From an optimization exercise on the open Yosys and OpenROAD flow, aimed at a short achievable clock period and few clock cycles; shortcuts taken in it are not production practice. Only simulation tests tie the RTL to the original design; equivalence was not proved. Power is estimated from default activity; no workload was simulated.

## run.sh

```bash
#!/bin/bash
# synth_recipe.tcl (not shown) runs the flow's synth.tcl, then flattens the netlist and writes it again
# the make line also repeats each setting of config.mk as NAME=value (left out here)
make -C /OpenROAD-flow-scripts/flow DESIGN_CONFIG=/design/flow/config.mk WORK_HOME=/design/flow/orfs CLKGATE_MAP_FILE= SYNTH_SCRIPT=/design/flow/synth_recipe.tcl finish
```

## config.mk

```make
export PLATFORM = sky130hd
export DESIGN_NAME = mips_core
export DESIGN_NICKNAME = mips_core
export VERILOG_FILES = /design/flow/design.v
export SDC_FILE = /design/flow/constraint.sdc
export NUM_CORES = 4
export LEC_CHECK = 0
export CAP_MARGIN = 20
export CORE_MARGIN = 2
export CORE_UTILIZATION = 40
export SETUP_SLACK_MARGIN = 1
export SLEW_MARGIN = 20
```

## constraint.sdc

```tcl
create_clock -name core_clock -period 9.0 [get_ports {clk}]
set_input_delay 1.8000 -clock core_clock [delete_from_list [all_inputs] [get_ports {clk}]]
set_output_delay 1.8000 -clock core_clock [all_outputs]
set_load 0.01 [all_outputs]
```

## design.v

```verilog
`default_nettype none
package mips_pkg;
    localparam int data_w     = 32;
    localparam int reg_addr_w = 5;
    localparam int num_regs   = 32;
    localparam int mem_addr_w = 7;    
    localparam logic [reg_addr_w-1:0] reg_ra = 5'd31;   
    typedef enum logic [5:0] {
        op_rtype = 6'h00,
        op_j     = 6'h02,
        op_jal   = 6'h03,
        op_beq   = 6'h04,
        op_bne   = 6'h05,
        op_addi  = 6'h08,
        op_lw    = 6'h23,
        op_sw    = 6'h2b
    } opcode_e;
    typedef enum logic [5:0] {
        fn_sll = 6'h00,
        fn_srl = 6'h02,
        fn_jr  = 6'h08,
        fn_add = 6'h20,
        fn_sub = 6'h22,
        fn_and = 6'h24,
        fn_or  = 6'h25,
        fn_slt = 6'h2a
    } funct_e;
    typedef enum logic [3:0] {
        alu_and = 4'b0000,
        alu_or  = 4'b0001,
        alu_add = 4'b0010,
        alu_sll = 4'b0011,
        alu_srl = 4'b0100,
        alu_sub = 4'b0110,
        alu_slt = 4'b0111
    } alu_op_e;
endpackage
`default_nettype wire
`default_nettype none
module mips_decoder (
    input  logic [31:0] ir,
    output logic [6:0]  alu_sel,     
    output logic        use_imm,     
    output logic        uses_rs,
    output logic        uses_rt,
    output logic        reg_write,
    output logic [4:0]  wr_addr,
    output logic        is_load,
    output logic        is_store,
    output logic        is_beq,
    output logic        is_bne,
    output logic        is_j,        
    output logic        is_jal,
    output logic        is_jr
);
    logic [5:0] op;
    logic [5:0] fn;
    assign op = ir[31:26];
    assign fn = ir[5:0];
    always_comb begin
        alu_sel   = 7'b0;
        use_imm   = 1'b0;
        uses_rs   = 1'b0;
        uses_rt   = 1'b0;
        reg_write = 1'b0;
        wr_addr   = ir[20:16];
        is_load   = 1'b0;
        is_store  = 1'b0;
        is_beq    = 1'b0;
        is_bne    = 1'b0;
        is_j      = 1'b0;
        is_jal    = 1'b0;
        is_jr     = 1'b0;
        case (op)
            mips_pkg::op_rtype: begin
                wr_addr = ir[15:11];
                case (fn)
                    mips_pkg::fn_add: begin alu_sel = 7'b0000001; reg_write = 1'b1; uses_rs = 1'b1; uses_rt = 1'b1; end
                    mips_pkg::fn_sub: begin alu_sel = 7'b0000010; reg_write = 1'b1; uses_rs = 1'b1; uses_rt = 1'b1; end
                    mips_pkg::fn_and: begin alu_sel = 7'b0000100; reg_write = 1'b1; uses_rs = 1'b1; uses_rt = 1'b1; end
                    mips_pkg::fn_or:  begin alu_sel = 7'b0001000; reg_write = 1'b1; uses_rs = 1'b1; uses_rt = 1'b1; end
                    mips_pkg::fn_slt: begin alu_sel = 7'b0010000; reg_write = 1'b1; uses_rs = 1'b1; uses_rt = 1'b1; end
                    mips_pkg::fn_sll: begin alu_sel = 7'b0100000; reg_write = 1'b1; uses_rt = 1'b1; end
                    mips_pkg::fn_srl: begin alu_sel = 7'b1000000; reg_write = 1'b1; uses_rt = 1'b1; end
                    mips_pkg::fn_jr:  begin is_jr = 1'b1; uses_rs = 1'b1; end
                    default: ;
                endcase
            end
            mips_pkg::op_addi: begin
                alu_sel = 7'b0000001; use_imm = 1'b1; reg_write = 1'b1; uses_rs = 1'b1;
            end
            mips_pkg::op_lw: begin
                use_imm = 1'b1; reg_write = 1'b1; is_load = 1'b1; uses_rs = 1'b1;
            end
            mips_pkg::op_sw: begin
                use_imm = 1'b1; is_store = 1'b1; uses_rs = 1'b1; uses_rt = 1'b1;
            end
            mips_pkg::op_beq: begin is_beq = 1'b1; uses_rs = 1'b1; uses_rt = 1'b1; end
            mips_pkg::op_bne: begin is_bne = 1'b1; uses_rs = 1'b1; uses_rt = 1'b1; end
            mips_pkg::op_j:   is_j = 1'b1;
            mips_pkg::op_jal: begin
                is_j = 1'b1; is_jal = 1'b1; reg_write = 1'b1; wr_addr = mips_pkg::reg_ra;
                alu_sel = 7'b0001000;                
            end
            default: ;
        endcase
    end
endmodule
`default_nettype wire
`default_nettype none
module mips_pc (
    input  logic        clk,
    input  logic        rst_n,
    input  logic [31:0] ir,
    input  logic        is_beq,
    input  logic        is_bne,
    input  logic        is_j,
    input  logic        is_jal,
    input  logic        is_jr,
    input  logic        redirect,        
    input  logic [31:0] redirect_pc,
    output logic [31:0] pc,              
    output logic [31:0] pc_plus4,
    output logic        is_br,           
    output logic        pred_taken,
    output logic [31:0] alt_pc,          
    output logic [31:0] link_pc          
);
    logic [31:0] jump_target;
    logic [31:0] branch_target;
    logic [16:0] lo;
    logic [13:0] hi;
    logic [13:0] hi_inc;
    logic [13:0] hi_dec;
    logic [13:0] bhi;
    logic        regs_eq;
    logic [31:0] pc_next;
    assign pc_plus4 = pc + 32'd4;
    assign jump_target = {pc_plus4[31:28], ir[25:0], 2'b00};
    assign lo     = {1'b0, pc_plus4[17:2]} + {1'b0, ir[15:0]};
    assign hi     = pc_plus4[31:18];
    assign hi_inc = hi + 14'd1;
    assign hi_dec = hi - 14'd1;
    assign bhi    = (ir[15] == lo[16]) ? hi : (lo[16] ? hi_inc : hi_dec);
    assign branch_target = {bhi, lo[15:0], 2'b00};
    assign regs_eq    = ir[25:21] == ir[20:16];
    assign pred_taken = (is_beq & regs_eq) | (is_bne & ~regs_eq);
    assign is_br      = (is_beq | is_bne) & (ir[15:0] != 16'd0);
    assign alt_pc     = pred_taken ? pc_plus4 : branch_target;
    always_comb begin
        if (redirect) begin
            pc_next = redirect_pc;
        end else if (is_jr) begin
            pc_next = link_pc;
        end else if (is_j) begin
            pc_next = jump_target;
        end else if (pred_taken) begin
            pc_next = branch_target;
        end else begin
            pc_next = pc_plus4;
        end
    end
    always_ff @(posedge clk) begin
        if (!rst_n) begin
            pc      <= '0;
            link_pc <= '0;
        end else begin
            pc <= pc_next;
            if (is_jal && !redirect) begin
                link_pc <= pc_plus4;
            end
        end
    end
endmodule
`default_nettype wire
`default_nettype none
module mips_regfile (
    input  logic                            clk,
    input  logic                            rst_n,
    input  logic [mips_pkg::reg_addr_w-1:0] rs_addr,
    input  logic [mips_pkg::reg_addr_w-1:0] rt_addr,
    input  logic [mips_pkg::reg_addr_w-1:0] wr_addr,
    input  logic                            wr_en,       
    input  logic [mips_pkg::data_w-1:0]     wr_data,
    output logic [mips_pkg::data_w-1:0]     rs_data,
    output logic [mips_pkg::data_w-1:0]     rt_data
);
    logic [mips_pkg::data_w-1:0] regs [mips_pkg::num_regs];
    assign regs[0] = '0;
    assign rs_data = (wr_en && wr_addr == rs_addr) ? wr_data : regs[rs_addr];
    assign rt_data = (wr_en && wr_addr == rt_addr) ? wr_data : regs[rt_addr];
    for (genvar i = 1; i < mips_pkg::num_regs; i++) begin : g_reg
        always_ff @(posedge clk) begin
            if (!rst_n) begin
                regs[i] <= '0;
            end else if (wr_en && wr_addr == i) begin
                regs[i] <= wr_data;
            end
        end
    end
endmodule
`default_nettype wire
`default_nettype none
module mips_alu (
    input  logic [6:0]                  sel,     
    input  logic [mips_pkg::data_w-1:0] a,
    input  logic [mips_pkg::data_w-1:0] b,
    input  logic [4:0]                  shamt,
    output logic [mips_pkg::data_w-1:0] result
);
    localparam int w = mips_pkg::data_w;
    logic             inv;
    logic [w-1:0]     bx;
    logic [w-1:0]     g [6];
    logic [w-1:0]     p [6];
    logic [w-1:0]     carry;
    logic [w-1:0]     sum;
    logic             lt;
    assign inv = sel[1] | sel[4];
    assign bx  = b ^ {w{inv}};
    assign g[0] = a & bx;
    assign p[0] = a ^ bx;
    for (genvar k = 1; k < 6; k++) begin : g_lvl
        for (genvar i = 0; i < w; i++) begin : g_bit
            if (i >= (1 << (k - 1))) begin : g_op
                assign g[k][i] = g[k-1][i] | (p[k-1][i] & g[k-1][i - (1 << (k - 1))]);
                assign p[k][i] = p[k-1][i] & p[k-1][i - (1 << (k - 1))];
            end else begin : g_pass
                assign g[k][i] = g[k-1][i];
                assign p[k][i] = p[k-1][i];
            end
        end
    end
    assign carry[0] = inv;
    for (genvar i = 1; i < w; i++) begin : g_carry
        assign carry[i] = g[5][i-1] | (p[5][i-1] & inv);
    end
    assign sum = p[0] ^ carry;
    assign lt = (a[w-1] ^ b[w-1]) ? a[w-1] : sum[w-1];
    assign result = ({w{sel[0] | sel[1]}} & sum)
                  | ({w{sel[2]}} & (a & b))
                  | ({w{sel[3]}} & (a | b))
                  | ({w{sel[4]}} & {{(w-1){1'b0}}, lt})
                  | ({w{sel[5]}} & (b << shamt))
                  | ({w{sel[6]}} & (b >> shamt));
endmodule
`default_nettype wire
`default_nettype none
module mips_core (
    input  logic                            clk,
    input  logic                            rst_n,
    output logic [mips_pkg::data_w-1:0]     ir_addr,
    input  logic [mips_pkg::data_w-1:0]     ir,
    input  logic [mips_pkg::data_w-1:0]     read_data_mem,
    output logic                            cen,
    output logic                            wen,
    output logic                            oen,
    output logic [mips_pkg::mem_addr_w-1:0] a,
    output logic [mips_pkg::data_w-1:0]     data_to_mem
);
    logic [6:0]  f_alu_sel;
    logic        f_use_imm;
    logic        f_uses_rs;
    logic        f_uses_rt;
    logic        f_reg_write;
    logic [4:0]  f_wr_addr;
    logic        f_is_load;
    logic        f_is_store;
    logic        f_is_beq;
    logic        f_is_bne;
    logic        f_is_j;
    logic        f_is_jal;
    logic        f_is_jr;
    logic [31:0] f_pc4;
    logic        f_is_br;
    logic        f_pred_taken;
    logic [31:0] f_alt_pc;
    logic [31:0] f_link_pc;
    logic [31:0] f_rs_data;
    logic [31:0] f_rt_data;
    logic [31:0] f_imm_ext;
    logic        f_we;
    logic        redirect;
    logic [31:0] redirect_pc;
    logic        x_we;
    logic [4:0]  x_rd;
    logic        x_ld;
    logic        x_st;
    logic        x_br;
    logic        x_bne;
    logic        x_ptaken;
    logic        x_jr;
    logic [31:0] x_alt;
    logic [31:0] x_ptgt;
    logic [6:0]  x_sel;
    logic [4:0]  x_shamt;
    logic [31:0] x_a;
    logic [31:0] x_b;
    logic [31:0] x_sd;
    logic [8:0]  x_imm9;
    logic        x_fwd_a;
    logic        x_fwd_b;
    logic        x_fwd_s;
    logic        m_we;
    logic [4:0]  m_rd;
    logic        m_ld;
    logic [31:0] m_result;
    logic [6:0]  m_a;
    logic [31:0] m_data;
    logic        m_cen_n;
    logic        m_wen_n;
    logic        m_oen_n;
    mips_decoder i_decoder (
        .ir        (ir),
        .alu_sel   (f_alu_sel),
        .use_imm   (f_use_imm),
        .uses_rs   (f_uses_rs),
        .uses_rt   (f_uses_rt),
        .reg_write (f_reg_write),
        .wr_addr   (f_wr_addr),
        .is_load   (f_is_load),
        .is_store  (f_is_store),
        .is_beq    (f_is_beq),
        .is_bne    (f_is_bne),
        .is_j      (f_is_j),
        .is_jal    (f_is_jal),
        .is_jr     (f_is_jr)
    );
    mips_pc i_pc (
        .clk         (clk),
        .rst_n       (rst_n),
        .ir          (ir),
        .is_beq      (f_is_beq),
        .is_bne      (f_is_bne),
        .is_j        (f_is_j),
        .is_jal      (f_is_jal),
        .is_jr       (f_is_jr),
        .redirect    (redirect),
        .redirect_pc (redirect_pc),
        .pc          (ir_addr),
        .pc_plus4    (f_pc4),
        .is_br       (f_is_br),
        .pred_taken  (f_pred_taken),
        .alt_pc      (f_alt_pc),
        .link_pc     (f_link_pc)
    );
    mips_regfile i_regfile (
        .clk     (clk),
        .rst_n   (rst_n),
        .rs_addr (ir[25:21]),
        .rt_addr (ir[20:16]),
        .wr_addr (m_rd),
        .wr_en   (m_we),
        .wr_data (m_value),
        .rs_data (f_rs_data),
        .rt_data (f_rt_data)
    );
    assign f_imm_ext = {{16{ir[15]}}, ir[15:0]};
    assign f_we      = f_reg_write & (f_wr_addr != 5'd0);
    always_ff @(posedge clk) begin
        if (!rst_n) begin
            x_we    <= 1'b0;
            x_ld    <= 1'b0;
            x_st    <= 1'b0;
            x_br    <= 1'b0;
            x_jr    <= 1'b0;
        end else begin
            x_we    <= f_we & ~redirect;
            x_ld    <= f_is_load & ~redirect;
            x_st    <= f_is_store & ~redirect;
            x_br    <= f_is_br & ~redirect;
            x_jr    <= f_is_jr & ~redirect;
        end
    end
    always_ff @(posedge clk) begin
        x_rd     <= f_wr_addr;
        x_bne    <= f_is_bne;
        x_ptaken <= f_pred_taken;
        x_alt    <= f_alt_pc;
        x_ptgt   <= f_link_pc;
        x_sel    <= f_alu_sel;
        x_shamt  <= ir[10:6];
        x_a      <= f_is_jal ? f_pc4 : f_rs_data;
        x_b      <= f_is_jal ? 32'd0 : (f_use_imm ? f_imm_ext : f_rt_data);
        x_sd     <= f_rt_data;
        x_imm9   <= ir[8:0];
        x_fwd_a  <= x_we & (x_rd == ir[25:21]) & ~f_is_jal;
        x_fwd_b  <= x_we & (x_rd == ir[20:16]) & ~f_is_jal & ~f_use_imm;
        x_fwd_s  <= x_we & (x_rd == ir[20:16]);
    end
    logic [31:0] m_value;
    logic [31:0] op_a;
    logic [31:0] op_b;
    logic [31:0] op_s;
    logic [31:0] alu_result;
    logic [8:0]  addr;
    logic        equal;
    logic        taken;
    assign m_value = m_ld ? read_data_mem : m_result;
    assign op_a = x_fwd_a ? m_value : x_a;
    assign op_b = x_fwd_b ? m_value : x_b;
    assign op_s = x_fwd_s ? m_value : x_sd;
    mips_alu i_alu (
        .sel    (x_sel),
        .a      (op_a),
        .b      (op_b),
        .shamt  (x_shamt),
        .result (alu_result)
    );
    assign equal    = op_a == op_b;
    assign taken    = x_bne ^ equal;
    assign redirect = (x_br & (taken ^ x_ptaken)) | (x_jr & (op_a != x_ptgt));
    assign redirect_pc = x_jr ? op_a : x_alt;
    assign addr = op_a[8:0] + x_imm9;
    always_ff @(posedge clk) begin
        if (!rst_n) begin
            m_we    <= 1'b0;
            m_ld    <= 1'b0;
            m_cen_n <= 1'b1;
            m_wen_n <= 1'b1;
            m_oen_n <= 1'b1;
        end else begin
            m_we    <= x_we;
            m_ld    <= x_ld;
            m_cen_n <= ~(x_ld | x_st);
            m_wen_n <= ~x_st;
            m_oen_n <= ~x_ld;
        end
    end
    always_ff @(posedge clk) begin
        m_rd     <= x_rd;
        m_result <= alu_result;
        m_a      <= addr[8:2];
        m_data   <= op_s;
    end
    assign a           = m_a;
    assign data_to_mem = m_data;
    assign cen         = m_cen_n;
    assign oen         = m_oen_n;
    assign wen         = m_wen_n | ~rst_n;      
endmodule
`default_nettype wire
```

==> metrics.yaml <==
setup_path:
  crit_path_max_fanout: 12
  cp_data_required_time_ps: 9710
  critical_path.startpoint_type: "flip-flop"
  endpoint_kind: "flip-flop"
  critPathArrivalTime_ps: 7360
  critPathKind: "flip-flop to flip-flop"
global_route:
  grt_pass1_wl_mm: 509
  grt.overflow.total: 0
  grt_max_degree: 238
  track_usage_pct: 41.9
  antenna_found_initial: 17
  grt_pass1_vias: 65019
sta:
  relSlewSlack_pct: 14.6
  worst_pin_slew_ps: 1280
  hold_violations: 0
  worst_slack_ps: 2350
  slew_violations: 0
  report.final.setup_viol: 0
  finClkSkew_ps: 48.3
  rsz0062_at_grt: "false"
  period_minus_slack_ps: 6650
  tns_ps: 0
  fin_hold_ws_ps: 370
  max_freq_ghz: 0.150
  period_share_pct: 73.9
clock_network:
  clk_path_buf_depth: 3
  cts_tree: "done"
  ctsResizeCount: 0
  cts_buffers: 150
  cts-root-buf: "clkbuf_16"
  ctsHtreeMaxLevel: 4
  clkLatencyLatePin_ps: 870
  holdBufCountCts: 0
  cts_setup_buffers: 0
  path_clk_slew_ps: 60
  clkSinkCount: 1330
yosys:
  yosysWarnings: 8
  ys.flop_type: "dfxtp_1"
  yosysSeqAreaShare_pct: 39.7
  synth_cell_type_count: 87
  yosysMostFrequentCell: "dfxtp_1"
  synth-simple-area-share_pct: 14.8
  synth_edf_count: 0
  syn-num-nets: 8129
  synth_commonest_cells: "1330 x dfxtp_1, 1237 x nor2_1, 1069 x a211oi_1"
  syn_area_sq_um: 67000
  synth_compound_area_share_pct: 30.0
  synthMuxAreaShare_pct: 5.36
  synth_top_area_share_pct: 39.7
  synth_fa_ha_area_share_pct: 2.51
  synth_top_family_by_area: "compound AO/OA/AOI/OAI gates"
  ys_async_sr_fraction_pct: 0
  yosys-top-cells-area: "dfxtp_1 40%, a211oi_1 12%, a22oi_1 10%, nor2_1 6.9%, clkbuf_1 4.3%"
  syn_inst: 7930
  ys_ff_latch: 1330
  synth_xor_area_share_pct: 1.71
  synth.avg_cell_area_sq_um: 8.45
  yosysTopAreaCell: "dfxtp_1"
floorplan:
  die_h_um: 413
  core_sq_um: 167000
  start_util_pct: 40.2
  floorplan.die.width_um: 413
  ios: 140
  dieArea_sq_um: 171000
  row_count: 150
cells_and_area:
  area_delta_synth_final_pct: 14.1
  drive_gt1_share_pct: 10.4
  fin_nets: 7846
routing:
  antenna_left: 0
  drt_iter0_drc: 12942
  drc_errors: 0
  wire_per_inst_um: 37.2
  first_pass_iters: 14
  wl_mm: 372
  via_count: 70586
  viasPerCell: 7.06
power_and_ir_drop:
  power-per-cell-area_nw_per_um2: 176
  vdd_ir_drop_max_mv: 0.192
  p_leak_nw: 26.3
place:
  place_ws_ps: 1660
  hpwl_mm: 233
  gp_congestion: 1.06
  port_buffers: 139
hold_path:
  hold_path.class: "flip-flop to flip-flop"
outcome:
  status: "complete, no violations"
flow_run:
  drv_cap: 0
-- through the flow --
stage / instances / instance area, sq um / util (%) / power (mW)
2_1_floorplan: 7930 / 67000 / - / 6.50
5_1_grt: 9978 / 76400 / 45.8 / 13.7
3_3_place_gp: 9695 / 71000 / 42.6 / 6.86
6_report: 9992 / 76400 / 45.8 / 13.5
3_5_place_dp: 9698 / 71100 / 42.6 / 6.85
4_1_cts: 9974 / 76400 / 45.8 / 13.4
-- metal layers --
metal / share of wire [%] / track usage (%) / vias to the layer above
li1: - / - / 29095
met1: 35 / 49.9 / 33452
met2: 41 / 60.3 / 6101
met3: 15 / 16.5 / 1914
met4: 9.5 / 31.7 / 24
met5: 0.10 / 0.848 / -
-- sequential cells by signal (all words and copies together), names as in the netlist, 7 cells and up --
register	flops
x_imm9	8
x_b	32
i_regfile.regs	992
m_data	32
x_a	32
x_ptgt	32
x_alt	32
x_sd	32
x_sel	7
m_result	32
m_a	7
i_pc.link_pc	32
i_pc.pc	32
-- placed cells by master, fill, tap and decap left out, drive strengths merged, types with 13 or more instances in the layout --
master,Yosys,routed
o21a,13,13
o22ai,22,22
a221oi,30,30
diode,0,17
and3,23,23
inv,184,192
mux2,60,60
mux2i,137,137
nor2b,41,41
nand2,454,454
clkbuf,773,204
ha,131,131
a22oi,906,906
xor2,69,69
nand4,63,63
bufinv,0,19
a22o,33,33
xnor2,62,62
and2,37,37
dfxtp,1330,1330
nor2,1237,1237
nand2b,36,36
buf,62,261
a21o,31,31
a222oi,84,84
clkinv,0,40
nand3,121,121
a21oi,259,259
a211oi,1069,1069
o211ai,26,26
a31oi,24,24
a2111oi,14,14
o31ai,16,16
o21ai,112,112
nor4,66,66
mux4,68,68
clkdlybuf4s50,0,139
nor3,167,167
-- cell families after synthesis --
group | Yosys count
DFF | 1330
muxes | 265
xor gates and xnor gates | 131
AOI/OAI and AO/OA | 2745
adders and majority gates | 133
and+or+nand+nor | 2307
buffers and inverters | 1019
-- worst paths after layout --
path | from | end | slack (ps) | cells after the start
setup / recovery | i_pc.pc[2] | x_alt[31] | 2350 | 22
hold reg to reg | i_pc.link_pc[9] | x_ptgt[9] | 370 | 0
hold / removal | i_pc.link_pc[9] | x_ptgt[9] | 370 | 0
setup reg to reg | i_pc.pc[2] | x_alt[31] | 2350 | 22
-- area by class of cell --
type                            instances  area, sq um
Sequential cell                      1330        26600
Fill cell                           16088        90400
Clock buffer                          204         4250
Tap cell                             2204         2760
Clock inverter                         72         1040
Inverter                              184          698
Multi-Input combinational cell       5581        37400
Antenna cell                           17         42.5
Timing Repair Buffer                  400         3580
-- where the power goes --
| group | total (mW) | switching [mW] | internal, mW | leakage (nW) |
|---|---|---|---|---|
| Sequential | 5.97 | 0.0414 | 5.93 | 10.7 |
| Combinational | 0.800 | 0.571 | 0.229 | 13.0 |
| Clock | 6.70 | 2.81 | 3.89 | 2.59 |
| Total | 13.5 | 3.42 | 10.1 | 26.3 |
-- critical path, stage by stage, from the launching register on --
cell      delay (ps)
dfxtp_1          510
nand3_1          280
or3_1            590
nor2_1           240
nand2_1          100
xor2_1           370
inv_1             90
ha_1             340
a21oi_1          240
nor2_1            70
o21a_1           180
a211oi_1         570
nand2_1          360
inv_1            450
ha_1             360
o211ai_1         110
a32oi_1          420
and4_1           240
o21ai_0          110
a21oi_1          420
o211a_1          190
o21ai_0           90
xnor2_1          160
Testbench counts, summed over its fixed seeds: cycles 4,339.

-- what the ideal ports hide --
In the flow no input, the clock included, has a driving cell. The finished layout below was timed again as built, in two steps. Step 1 assumes that a clkbuf_16 drives the clock port and a buf_2 every other input. Step 2 adds t to the input delays and takes it off the output delays; t is the mean of the earliest and latest rising clock arrival at the registers after step 1. Input paths then give back, and output paths get back, about the clock's delay inside the block. Three values: no drivers, after step 1, after step 2; two values: the first two.
t (ns): 0.940
slack for setup (ns): 2.352 / 2.352 / 1.658
clock arrival spread, ns: 0.049 / 0.049
slew at the worst register clock pin (ns): 0.07 / 0.07
worst data-port slew with drivers (ns): 0.11
After both steps this run still meets setup and hold. For this run, drivers alone change the setup slack by 0.000 ns; drivers and shift together by -0.694 ns.
